This is an optimization exercise on Yosys and OpenROAD, whose aim is small area, a short achievable clock period and few clock cycles per item, not a production implementation.
In this exercise RTL edits were held to simulation tests only and were not proved equivalent to the original.
Power is estimated from default activity; no workload was simulated. No driver is modelled on the clock port, so clocking that relies on it looks cheaper here than on a real chip.

==> run a: inputs <==
==> flow/design.v <==
module prm_edge_scan_ctrl #(
    parameter int CHK_W   = 32,
    parameter int NUM_GRP = 32,
    parameter int GRP_AW  = 5,
    parameter int CHK_LAT = 1
) (
    input  logic              clk,
    input  logic              rst_n,
    input  logic              start,
    input  logic              abort,
    input  logic              obs_valid,
    output logic              obs_ready,
    input  logic [14:0]       obs_code,
    input  logic              obs_last,
    output logic              chk_req,
    output logic [14:0]       chk_code,
    output logic [GRP_AW-1:0] chk_grp,
    input  logic [CHK_W-1:0]  chk_mask,
    output logic              out_valid,
    input  logic              out_ready,
    output logic [GRP_AW-1:0] out_grp,
    output logic [CHK_W-1:0]  out_mask,
    output logic              out_last,
    output logic              busy,
    output logic              done,
    output logic [15:0]       obs_cnt
);
    localparam logic [GRP_AW-1:0] LAST_GRP = GRP_AW'(NUM_GRP - 1);
    logic [NUM_GRP*CHK_W-1:0] ring;
    logic [CHK_W-1:0]  head;
    logic [CHK_W-1:0]  merged;
    logic [14:0]       nb_code;            
    logic              nb_last;
    logic              nb_v;
    logic              prev_v;             
    logic              closed;             
    logic              cur_first;          
    logic              cur_last;           
    logic              ret_v, ret_first, ret_last;    
    logic start_ok, obs_hs, first_acc, nb_acc, dup, bnd, load_nb;
    logic final_now, eq_cur, eq_nxt, out_free, out_end, can_load;
    logic [GRP_AW-1:0] head_g;
    logic busy_d, closed_d, nb_v_d;
    assign head     = ring[CHK_W-1:0];
    assign merged   = ret_v ? (ret_first ? chk_mask : (head | chk_mask)) : head;
    assign head_g   = chk_grp - 1'b1;
    assign start_ok  = start && !abort && !busy;
    assign obs_hs    = obs_valid && obs_ready && !abort;
    assign first_acc = obs_hs && !prev_v;
    assign nb_acc    = obs_hs && prev_v;
    assign dup       = nb_v && (nb_code == chk_code);
    assign bnd       = (chk_grp == LAST_GRP);
    assign load_nb   = bnd && nb_v && !dup;
    assign final_now = (ret_v && ret_last) || (closed && !nb_v && !chk_req && !ret_v);
    assign eq_cur    = (head_g == out_grp);
    assign eq_nxt    = (head_g == out_grp + 1'b1);
    assign out_free  = !out_valid || out_ready;
    assign out_end   = out_valid && out_ready && (out_grp == LAST_GRP);
    assign can_load  = busy && closed && final_now && !out_end && (out_valid ? eq_nxt : eq_cur);
    always_comb begin
        busy_d   = busy;
        closed_d = closed;
        nb_v_d   = nb_v;
        if (abort) begin
            busy_d = 1'b0; closed_d = 1'b0; nb_v_d = 1'b0;
        end else begin
            if (start_ok) begin
                busy_d = 1'b1; closed_d = 1'b0; nb_v_d = 1'b0;
            end
            if (obs_hs && obs_last) closed_d = 1'b1;
            if (nb_acc) nb_v_d = 1'b1;
            else if (dup || load_nb) nb_v_d = 1'b0;
            if (out_end) begin
                busy_d = 1'b0; closed_d = 1'b0;
            end
        end
    end
    always_ff @(posedge clk) begin
        ring <= {merged, ring[NUM_GRP*CHK_W-1:CHK_W]};
        if (out_free) out_mask <= merged;
        if (first_acc)    chk_code <= obs_code;
        else if (load_nb) chk_code <= nb_code;
        if (nb_acc) begin
            nb_code <= obs_code;
            nb_last <= obs_last;
        end
    end
    always_ff @(posedge clk or negedge rst_n) begin
        if (!rst_n) begin
            busy      <= 1'b0;
            done      <= 1'b0;
            obs_ready <= 1'b0;
            obs_cnt   <= '0;
            closed    <= 1'b0;
            nb_v      <= 1'b0;
            prev_v    <= 1'b0;
            cur_first <= 1'b0;
            cur_last  <= 1'b0;
            chk_req   <= 1'b0;
            chk_grp   <= '0;
            ret_v     <= 1'b0;
            ret_first <= 1'b0;
            ret_last  <= 1'b0;
            out_valid <= 1'b0;
            out_grp   <= '0;
            out_last  <= 1'b0;
        end else begin
            busy      <= busy_d;
            closed    <= closed_d;
            nb_v      <= nb_v_d;
            obs_ready <= busy_d && !closed_d && !nb_v_d;
            done      <= out_end && !abort;
            ret_v     <= chk_req && !abort;
            ret_first <= cur_first;
            ret_last  <= cur_last;
            if (obs_hs) begin
                if (obs_cnt != 16'hFFFF) obs_cnt <= obs_cnt + 16'd1;
            end else if (start_ok) begin
                obs_cnt <= '0;
            end
            if (abort || start_ok) begin
                prev_v    <= 1'b0;
                cur_last  <= 1'b0;
                chk_req   <= 1'b0;
                chk_grp   <= chk_grp + 1'b1;
                out_valid <= 1'b0;
                out_grp   <= '0;
            end else begin
                if (first_acc) begin
                    prev_v    <= 1'b1;
                    cur_first <= 1'b1;
                    cur_last  <= obs_last;
                    chk_req   <= 1'b1;
                    chk_grp   <= '0;
                end else begin
                    chk_grp <= chk_grp + 1'b1;
                    if (bnd) begin
                        chk_req <= load_nb;
                        if (load_nb) begin
                            cur_first <= 1'b0;
                            cur_last  <= nb_last;
                        end
                    end else if (dup && nb_last) begin
                        cur_last <= 1'b1;
                    end
                end
                if (out_free) begin
                    if (can_load) begin
                        out_valid <= 1'b1;
                        out_grp   <= head_g;
                        out_last  <= (head_g == LAST_GRP);
                    end else begin
                        out_valid <= 1'b0;
                        if (out_end)        out_grp <= '0;
                        else if (out_valid) out_grp <= out_grp + 1'b1;
                    end
                end
            end
        end
    end
endmodule
==> flow/run.sh <==
#!/bin/bash
# synth_recipe.tcl (not shown) runs the flow's synth.tcl, then flattens the netlist and writes it again
# the make line also repeats each setting of config.mk as NAME=value (left out here)
make -C /OpenROAD-flow-scripts/flow DESIGN_CONFIG=/design/flow/config.mk WORK_HOME=/design/flow/orfs CLKGATE_MAP_FILE= SYNTH_SCRIPT=/design/flow/synth_recipe.tcl finish
==> flow/config.mk <==
export PLATFORM = sky130hd
export DESIGN_NAME = prm_edge_scan_ctrl
export DESIGN_NICKNAME = prm_edge_scan_ctrl
export VERILOG_FILES = /design/flow/design.v
export SDC_FILE = /design/flow/constraint.sdc
export NUM_CORES = 4
export LEC_CHECK = 0
export CAP_MARGIN = 20
export CORE_MARGIN = 2
export CORE_UTILIZATION = 40
export SLEW_MARGIN = 20
==> flow/constraint.sdc <==
create_clock -name core_clock -period 5.0 [get_ports {clk}]
set_input_delay 1.0000 -clock core_clock [delete_from_list [all_inputs] [get_ports {clk}]]
set_output_delay 1.0000 -clock core_clock [all_outputs]
set_load 0.01 [all_outputs]
==> run b (differences from run a) <==
==> flow/design.v, changed modules only <==
module prm_edge_scan_ctrl #(
    parameter int CHK_W   = 32,
    parameter int NUM_GRP = 32,
    parameter int GRP_AW  = 5,
    parameter int CHK_LAT = 1
) (
    input  logic              clk,
    input  logic              rst_n,
    input  logic              start,
    input  logic              abort,
    input  logic              obs_valid,
    output logic              obs_ready,
    input  logic [14:0]       obs_code,
    input  logic              obs_last,
    output logic              chk_req,
    output logic [14:0]       chk_code,
    output logic [GRP_AW-1:0] chk_grp,
    input  logic [CHK_W-1:0]  chk_mask,
    output logic              out_valid,
    input  logic              out_ready,
    output logic [GRP_AW-1:0] out_grp,
    output logic [CHK_W-1:0]  out_mask,
    output logic              out_last,
    output logic              busy,
    output logic              done,
    output logic [15:0]       obs_cnt
);
    localparam logic [GRP_AW-1:0] LAST_GRP = GRP_AW'(NUM_GRP - 1);
    logic [NUM_GRP*CHK_W-1:0] ring;
    logic [CHK_W-1:0]  head;
    logic [CHK_W-1:0]  merged;
    logic [14:0]       nb_code;            
    logic              nb_last;
    logic              nb_eq;              
    logic              nb_v;
    logic              prev_v;             
    logic              closed;             
    logic              cur_first;          
    logic              cur_last;           
    logic              ret_v, ret_first, ret_last;    
    logic [GRP_AW-1:0] ph;                 
    logic start_ok, obs_hs, first_acc, nb_acc, dup, bnd, load_nb;
    logic final_now, out_free, out_hs, out_end, can_load;
    logic busy_d, closed_d, nb_v_d;
    assign head     = ring[CHK_W-1:0];
    assign merged   = ret_v ? (ret_first ? chk_mask : (head | chk_mask)) : head;
    assign start_ok  = start && !abort && !busy;
    assign obs_hs    = obs_valid && obs_ready && !abort;
    assign first_acc = obs_hs && !prev_v;
    assign nb_acc    = obs_hs && prev_v;
    assign dup       = nb_v && nb_eq;
    assign bnd       = (chk_grp == LAST_GRP);
    assign load_nb   = bnd && nb_v && !nb_eq;
    assign final_now = (ret_v && ret_last) || (closed && !nb_v && !chk_req && !ret_v);
    assign out_free  = !out_valid || out_ready;
    assign out_hs    = out_valid && out_ready && !abort;
    assign out_end   = out_hs && out_last;         
    assign can_load  = busy && closed && final_now && !out_end &&
                       (out_valid ? (ph == GRP_AW'(1)) : (ph == '0));
    always_comb begin
        busy_d   = busy;
        closed_d = closed;
        nb_v_d   = nb_v;
        if (abort) begin
            busy_d = 1'b0; closed_d = 1'b0; nb_v_d = 1'b0;
        end else begin
            if (start_ok) begin
                busy_d = 1'b1; closed_d = 1'b0; nb_v_d = 1'b0;
            end
            if (obs_hs && obs_last) closed_d = 1'b1;
            if (nb_acc) nb_v_d = 1'b1;
            else if (dup || load_nb) nb_v_d = 1'b0;
            if (out_end) begin
                busy_d = 1'b0; closed_d = 1'b0;
            end
        end
    end
    always_ff @(posedge clk) begin
        ring <= {merged, ring[NUM_GRP*CHK_W-1:CHK_W]};
        if (out_free) out_mask <= merged;
        if (obs_ready && !prev_v) chk_code <= obs_code;
        else if (load_nb)         chk_code <= nb_code;
        if (obs_ready) begin
            nb_code <= obs_code;
            nb_last <= obs_last;
            nb_eq   <= (obs_code == chk_code);
        end
    end
    always_ff @(posedge clk or negedge rst_n) begin
        if (!rst_n) begin
            busy      <= 1'b0;
            done      <= 1'b0;
            obs_ready <= 1'b0;
            obs_cnt   <= '0;
            closed    <= 1'b0;
            nb_v      <= 1'b0;
            prev_v    <= 1'b0;
            cur_first <= 1'b0;
            cur_last  <= 1'b0;
            chk_req   <= 1'b0;
            chk_grp   <= '0;
            ret_v     <= 1'b0;
            ret_first <= 1'b0;
            ret_last  <= 1'b0;
            out_valid <= 1'b0;
            out_grp   <= '0;
            out_last  <= 1'b0;
            ph        <= '0;
        end else begin
            busy      <= busy_d;
            closed    <= closed_d;
            nb_v      <= nb_v_d;
            obs_ready <= busy_d && !closed_d && !nb_v_d;
            done      <= out_end;
            ret_v     <= chk_req && !abort;
            ret_first <= cur_first;
            ret_last  <= cur_last;
            if (obs_hs) begin
                if (obs_cnt != 16'hFFFF) obs_cnt <= obs_cnt + 16'd1;
            end else if (start_ok) begin
                obs_cnt <= '0;
            end
            if (abort || start_ok || out_end) begin
                ph <= chk_grp;
            end else if (first_acc) begin
                ph <= LAST_GRP;
            end else if (!out_hs) begin
                ph <= ph + 1'b1;
            end
            if (abort || start_ok) begin
                prev_v    <= 1'b0;
                cur_last  <= 1'b0;
                chk_req   <= 1'b0;
                chk_grp   <= chk_grp + 1'b1;
                out_valid <= 1'b0;
                out_grp   <= '0;
            end else begin
                if (first_acc) begin
                    prev_v    <= 1'b1;
                    cur_first <= 1'b1;
                    cur_last  <= obs_last;
                    chk_req   <= 1'b1;
                    chk_grp   <= '0;
                end else begin
                    chk_grp <= chk_grp + 1'b1;
                    if (bnd) begin
                        chk_req <= load_nb;
                        if (load_nb) begin
                            cur_first <= 1'b0;
                            cur_last  <= nb_last;
                        end
                    end else if (dup && nb_last) begin
                        cur_last <= 1'b1;
                    end
                end
                if (out_free) begin
                    out_valid <= can_load;
                    if (out_end)     out_grp <= '0;
                    else if (out_hs) out_grp <= out_grp + 1'b1;
                    out_last <= out_hs ? (out_grp == LAST_GRP - 1'b1) : (out_grp == LAST_GRP);
                end
            end
        end
    end
endmodule
==> flow/flow/run.sh (new file) <==
#!/bin/bash
# The standard layout (standard.sh) with three settings changed:
#  - port buffers are buf_2 instead of the slow delay cell buffer_ports picks by default;
#  - timing repair may resize a cell to any footprint;
#  - clock tree: clkbuf_16 only, sink clusters of at most 30 within 80 um, no dummy loads.
# Everything make prints goes to standard.log in this folder.
set -euo pipefail
bash standard.sh \
  "BUFFER_PORTS_ARGS=-buffer_cell sky130_fd_sc_hd__buf_2" \
  MATCH_CELL_FOOTPRINT=0 \
  "CTS_ARGS=-sink_clustering_enable -repair_clock_nets -buf_list sky130_fd_sc_hd__clkbuf_16 -sink_clustering_size 30 -sink_clustering_max_diameter 80 -dont_use_dummy_load" \
  finish > standard.log 2>&1
==> flow/standard.sh (new file) <==
#!/bin/bash
# synth_recipe.tcl (not shown) runs the flow's synth.tcl, then flattens the netlist and writes it again
# the make line also repeats each setting of config.mk as NAME=value (left out here)
make -C /OpenROAD-flow-scripts/flow DESIGN_CONFIG=/design/flow/config.mk WORK_HOME=/design/flow/orfs CLKGATE_MAP_FILE= SYNTH_SCRIPT=/design/flow/synth_recipe.tcl "${@:-finish}"
Settings changed: SETUP_SLACK_MARGIN set to 2.9.
removed: flow/run.sh
==> run c (differences from run a) <==
==> flow/design.v, changed modules only <==
module prm_edge_scan_ctrl #(
    parameter int CHK_W   = 32,
    parameter int NUM_GRP = 32,
    parameter int GRP_AW  = 5,
    parameter int CHK_LAT = 1
) (
    input  logic              clk,
    input  logic              rst_n,
    input  logic              start,
    input  logic              abort,
    input  logic              obs_valid,
    output logic              obs_ready,
    input  logic [14:0]       obs_code,
    input  logic              obs_last,
    output logic              chk_req,
    output logic [14:0]       chk_code,
    output logic [GRP_AW-1:0] chk_grp,
    input  logic [CHK_W-1:0]  chk_mask,
    output logic              out_valid,
    input  logic              out_ready,
    output logic [GRP_AW-1:0] out_grp,
    output logic [CHK_W-1:0]  out_mask,
    output logic              out_last,
    output logic              busy,
    output logic              done,
    output logic [15:0]       obs_cnt
);
    localparam logic [GRP_AW-1:0] LAST_GRP = GRP_AW'(NUM_GRP - 1);
    logic [NUM_GRP*CHK_W-1:0] ring;
    logic [CHK_W-1:0]  head;
    logic [CHK_W-1:0]  merged;
    logic [14:0]       nb_code;            
    logic              nb_last;
    logic              nb_eq;              
    logic              nb_v;
    logic              prev_v;             
    logic              closed;             
    logic              cur_first;          
    logic              cur_last;           
    logic              ret_v, ret_first, ret_last;    
    logic [GRP_AW-1:0] ph;                 
    logic              obs_nrdy;           
    logic start_ok, obs_hs, first_acc, nb_acc, dup, bnd, load_nb;
    logic final_now, out_free, out_hs, out_end, can_load;
    logic busy_d, closed_d, nb_v_d;
    assign head     = ring[CHK_W-1:0];
    assign merged   = ret_v ? (ret_first ? chk_mask : (head | chk_mask)) : head;
    assign start_ok  = start && !abort && !busy;
    assign obs_hs    = obs_valid && !obs_nrdy && !abort;
    assign first_acc = obs_hs && !prev_v;
    assign nb_acc    = obs_hs && prev_v;
    assign dup       = nb_v && nb_eq;
    assign bnd       = (chk_grp == LAST_GRP);
    assign load_nb   = bnd && nb_v && !nb_eq;
    assign final_now = (ret_v && ret_last) || (closed && !nb_v && !chk_req && !ret_v);
    assign out_free  = !out_valid || out_ready;
    assign out_hs    = out_valid && out_ready && !abort;
    assign out_end   = out_hs && out_last;         
    assign can_load  = busy && closed && final_now && !out_end &&
                       (out_valid ? (ph == GRP_AW'(1)) : (ph == '0));
    always_comb begin
        busy_d   = busy;
        closed_d = closed;
        nb_v_d   = nb_v;
        if (abort) begin
            busy_d = 1'b0; closed_d = 1'b0; nb_v_d = 1'b0;
        end else begin
            if (start_ok) begin
                busy_d = 1'b1; closed_d = 1'b0; nb_v_d = 1'b0;
            end
            if (obs_hs && obs_last) closed_d = 1'b1;
            if (nb_acc) nb_v_d = 1'b1;
            else if (dup || load_nb) nb_v_d = 1'b0;
            if (out_end) begin
                busy_d = 1'b0; closed_d = 1'b0;
            end
        end
    end
    always_ff @(posedge clk) begin
        ring <= {merged, ring[NUM_GRP*CHK_W-1:CHK_W]};
        if (out_free) out_mask <= merged;
        if (!obs_nrdy && !prev_v) chk_code <= obs_code;
        else if (load_nb)         chk_code <= nb_code;
        if (!obs_nrdy) begin
            nb_code <= obs_code;
            nb_last <= obs_last;
            nb_eq   <= (obs_code == chk_code);
        end
    end
    always_ff @(posedge clk or negedge rst_n) begin
        if (!rst_n) begin
            busy      <= 1'b0;
            done      <= 1'b0;
            obs_ready <= 1'b0;
            obs_nrdy  <= 1'b1;
            obs_cnt   <= '0;
            closed    <= 1'b0;
            nb_v      <= 1'b0;
            prev_v    <= 1'b0;
            cur_first <= 1'b0;
            cur_last  <= 1'b0;
            chk_req   <= 1'b0;
            chk_grp   <= '0;
            ret_v     <= 1'b0;
            ret_first <= 1'b0;
            ret_last  <= 1'b0;
            out_valid <= 1'b0;
            out_grp   <= '0;
            out_last  <= 1'b0;
            ph        <= '0;
        end else begin
            busy      <= busy_d;
            closed    <= closed_d;
            nb_v      <= nb_v_d;
            obs_ready <= busy_d && !closed_d && !nb_v_d;
            obs_nrdy  <= !(busy_d && !closed_d && !nb_v_d);
            done      <= out_end;
            ret_v     <= chk_req && !abort;
            ret_first <= cur_first;
            ret_last  <= cur_last;
            if (obs_hs) begin
                if (obs_cnt != 16'hFFFF) obs_cnt <= obs_cnt + 16'd1;
            end else if (start_ok) begin
                obs_cnt <= '0;
            end
            if (abort || start_ok || out_end) begin
                ph <= chk_grp;
            end else if (first_acc) begin
                ph <= LAST_GRP;
            end else if (!out_hs) begin
                ph <= ph + 1'b1;
            end
            if (abort || start_ok) begin
                prev_v    <= 1'b0;
                cur_last  <= 1'b0;
                chk_req   <= 1'b0;
                chk_grp   <= chk_grp + 1'b1;
                out_valid <= 1'b0;
                out_grp   <= '0;
            end else begin
                if (first_acc) begin
                    prev_v    <= 1'b1;
                    cur_first <= 1'b1;
                    cur_last  <= obs_last;
                    chk_req   <= 1'b1;
                    chk_grp   <= '0;
                end else begin
                    chk_grp <= chk_grp + 1'b1;
                    if (bnd) begin
                        chk_req <= load_nb;
                        if (load_nb) begin
                            cur_first <= 1'b0;
                            cur_last  <= nb_last;
                        end
                    end else if (dup && nb_last) begin
                        cur_last <= 1'b1;
                    end
                end
                if (out_free) begin
                    out_valid <= can_load;
                    if (out_end)     out_grp <= '0;
                    else if (out_hs) out_grp <= out_grp + 1'b1;
                    out_last <= out_hs ? (out_grp == LAST_GRP - 1'b1) : (out_grp == LAST_GRP);
                end
            end
        end
    end
endmodule
==> flow/flow/run.sh (new file) <==
#!/bin/bash
# The standard layout (standard.sh) with three settings changed:
#  - port buffers are buf_2 instead of the slow delay cell buffer_ports picks by default;
#  - timing repair may resize a cell to any footprint;
#  - clock tree: clkbuf_16 only, sink clusters of at most 30 within 80 um, no dummy loads.
# Everything make prints goes to standard.log in this folder.
set -euo pipefail
bash standard.sh \
  "BUFFER_PORTS_ARGS=-buffer_cell sky130_fd_sc_hd__buf_2" \
  MATCH_CELL_FOOTPRINT=0 \
  "CTS_ARGS=-sink_clustering_enable -repair_clock_nets -buf_list sky130_fd_sc_hd__clkbuf_16 -sink_clustering_size 30 -sink_clustering_max_diameter 80 -dont_use_dummy_load" \
  finish > standard.log 2>&1
==> flow/standard.sh (new file) <==
#!/bin/bash
# synth_recipe.tcl (not shown) runs the flow's synth.tcl, then flattens the netlist and writes it again
# the make line also repeats each setting of config.mk as NAME=value (left out here)
make -C /OpenROAD-flow-scripts/flow DESIGN_CONFIG=/design/flow/config.mk WORK_HOME=/design/flow/orfs CLKGATE_MAP_FILE= SYNTH_SCRIPT=/design/flow/synth_recipe.tcl "${@:-finish}"
Settings changed: CORE_UTILIZATION 40 to 70, SETUP_SLACK_MARGIN set to 2.9.
removed: flow/run.sh
==> comparison table <==
                                                                                                      run b              run a              run c
Outcome                                                                                      finished clean     finished clean     finished clean
Vias after detailed routing                                                                          10.33k             10.04k             10.16k
Flip-flop and latch power                                                                           9390 µW            9310 µW            9510 µW
Core utilization of the finished layout                                                              46.24%             49.72%             79.69%
Data arrival at the endpoint of the critical path                                                   1.24 ns            1.90 ns            1.19 ns
Avg WL per Cell                                                                                    14.10 µm           13.31 µm           16.53 µm
Endpoint, Worst Hold                                                                       ring[85]$_DFF_P_  ring[442]$_DFF_P_  ring[861]$_DFF_P_
Compound-gate portion of the synthesized area                                                        2.711%             2.116%             2.793%
Ratio of cells with drive above 1 in the final layout                                                18.18%             12.25%             17.30%
Number of resized instances in the post-cts repair step                                                  50                  0                 35
Total length of routed met2 wires                                                                  14.05 mm           12.65 mm           14.86 mm
Vias in the first global route                                                                       10.27k             10.28k             10.29k
Highest clock rate                                                                               0.4456 GHz         0.3444 GHz         0.4576 GHz
Post-CTS clock slew at the launch and capture registers of the worst setup and hold paths           0.11 ns            0.06 ns            0.10 ns
Xor and xnor area share after synthesis                                                             0.6876%             1.442%            0.6175%
Critical Path Fanout Max                                                                                  2                  9                  1
Global-route track usage on met2                                                                     14.67%             13.54%             27.02%
Fraction of area in multi-input gates                                                                6.820%             5.676%             6.694%
Met3 track demand over resource in global routing                                                    2.541%             4.353%             3.748%
Total Power Consumption                                                                            13920 µW           17580 µW           13900 µW
Area share of the leading cell type in the synthesized netlist                                       80.46%             81.18%             80.29%
Number of cells on the worst reg-to-reg path                                                              7                  7                  5
Via/cell ratio                                                                                        4.155              3.945              4.843
WHS                                                                                               0.2873 ns          0.3008 ns          0.2673 ns
Maximum number of pins on one net before global-route repair                                             46                 41                 47
Count of sequential standard cells                                                                     1133               1127               1134
Testbench counts of run a, summed over its fixed seeds: cycles 70,888, sets 512.
Testbench counts of run b, summed over its fixed seeds: cycles 70,888, sets 512.
Testbench counts of run c, summed over its fixed seeds: cycles 70,888, sets 512.

## re-timing with driven ports
The flow's constraints put no driver on any port. The routed layouts listed below were extracted and timed again, unchanged, in two steps.
Step 1 (the two cells are an assumption about what drives the block):
set clk [get_ports {clk}]
set_driving_cell -lib_cell sky130_fd_sc_hd__clkbuf_16 $clk
set_driving_cell -lib_cell sky130_fd_sc_hd__buf_2 [delete_from_list [all_inputs] $clk]
Step 2, shift: input delay + t, output delay - t, t = (earliest + latest rising clock arrival at the registers) / 2. This alone moves slack from input paths to output paths.
Three values: no drivers, after step 1, after step 2; two values: the first two.
| run | t, ns | slack for setup (ns) | worst slew at a driven data input, ns |
|---|---|---|---|
| run a | 0.685 | 2.097 / 2.041 / 1.655 | 0.10 |
| run b | 0.626 | 2.756 / 2.700 / 2.245 | 0.07 |
| run c | 0.601 | 2.815 / 2.761 / 2.393 | 0.10 |
After both steps every run listed still meets setup and hold. The setup slack of run b, which loses most, moves by -0.056 ns with the drivers and by -0.511 ns with both steps.
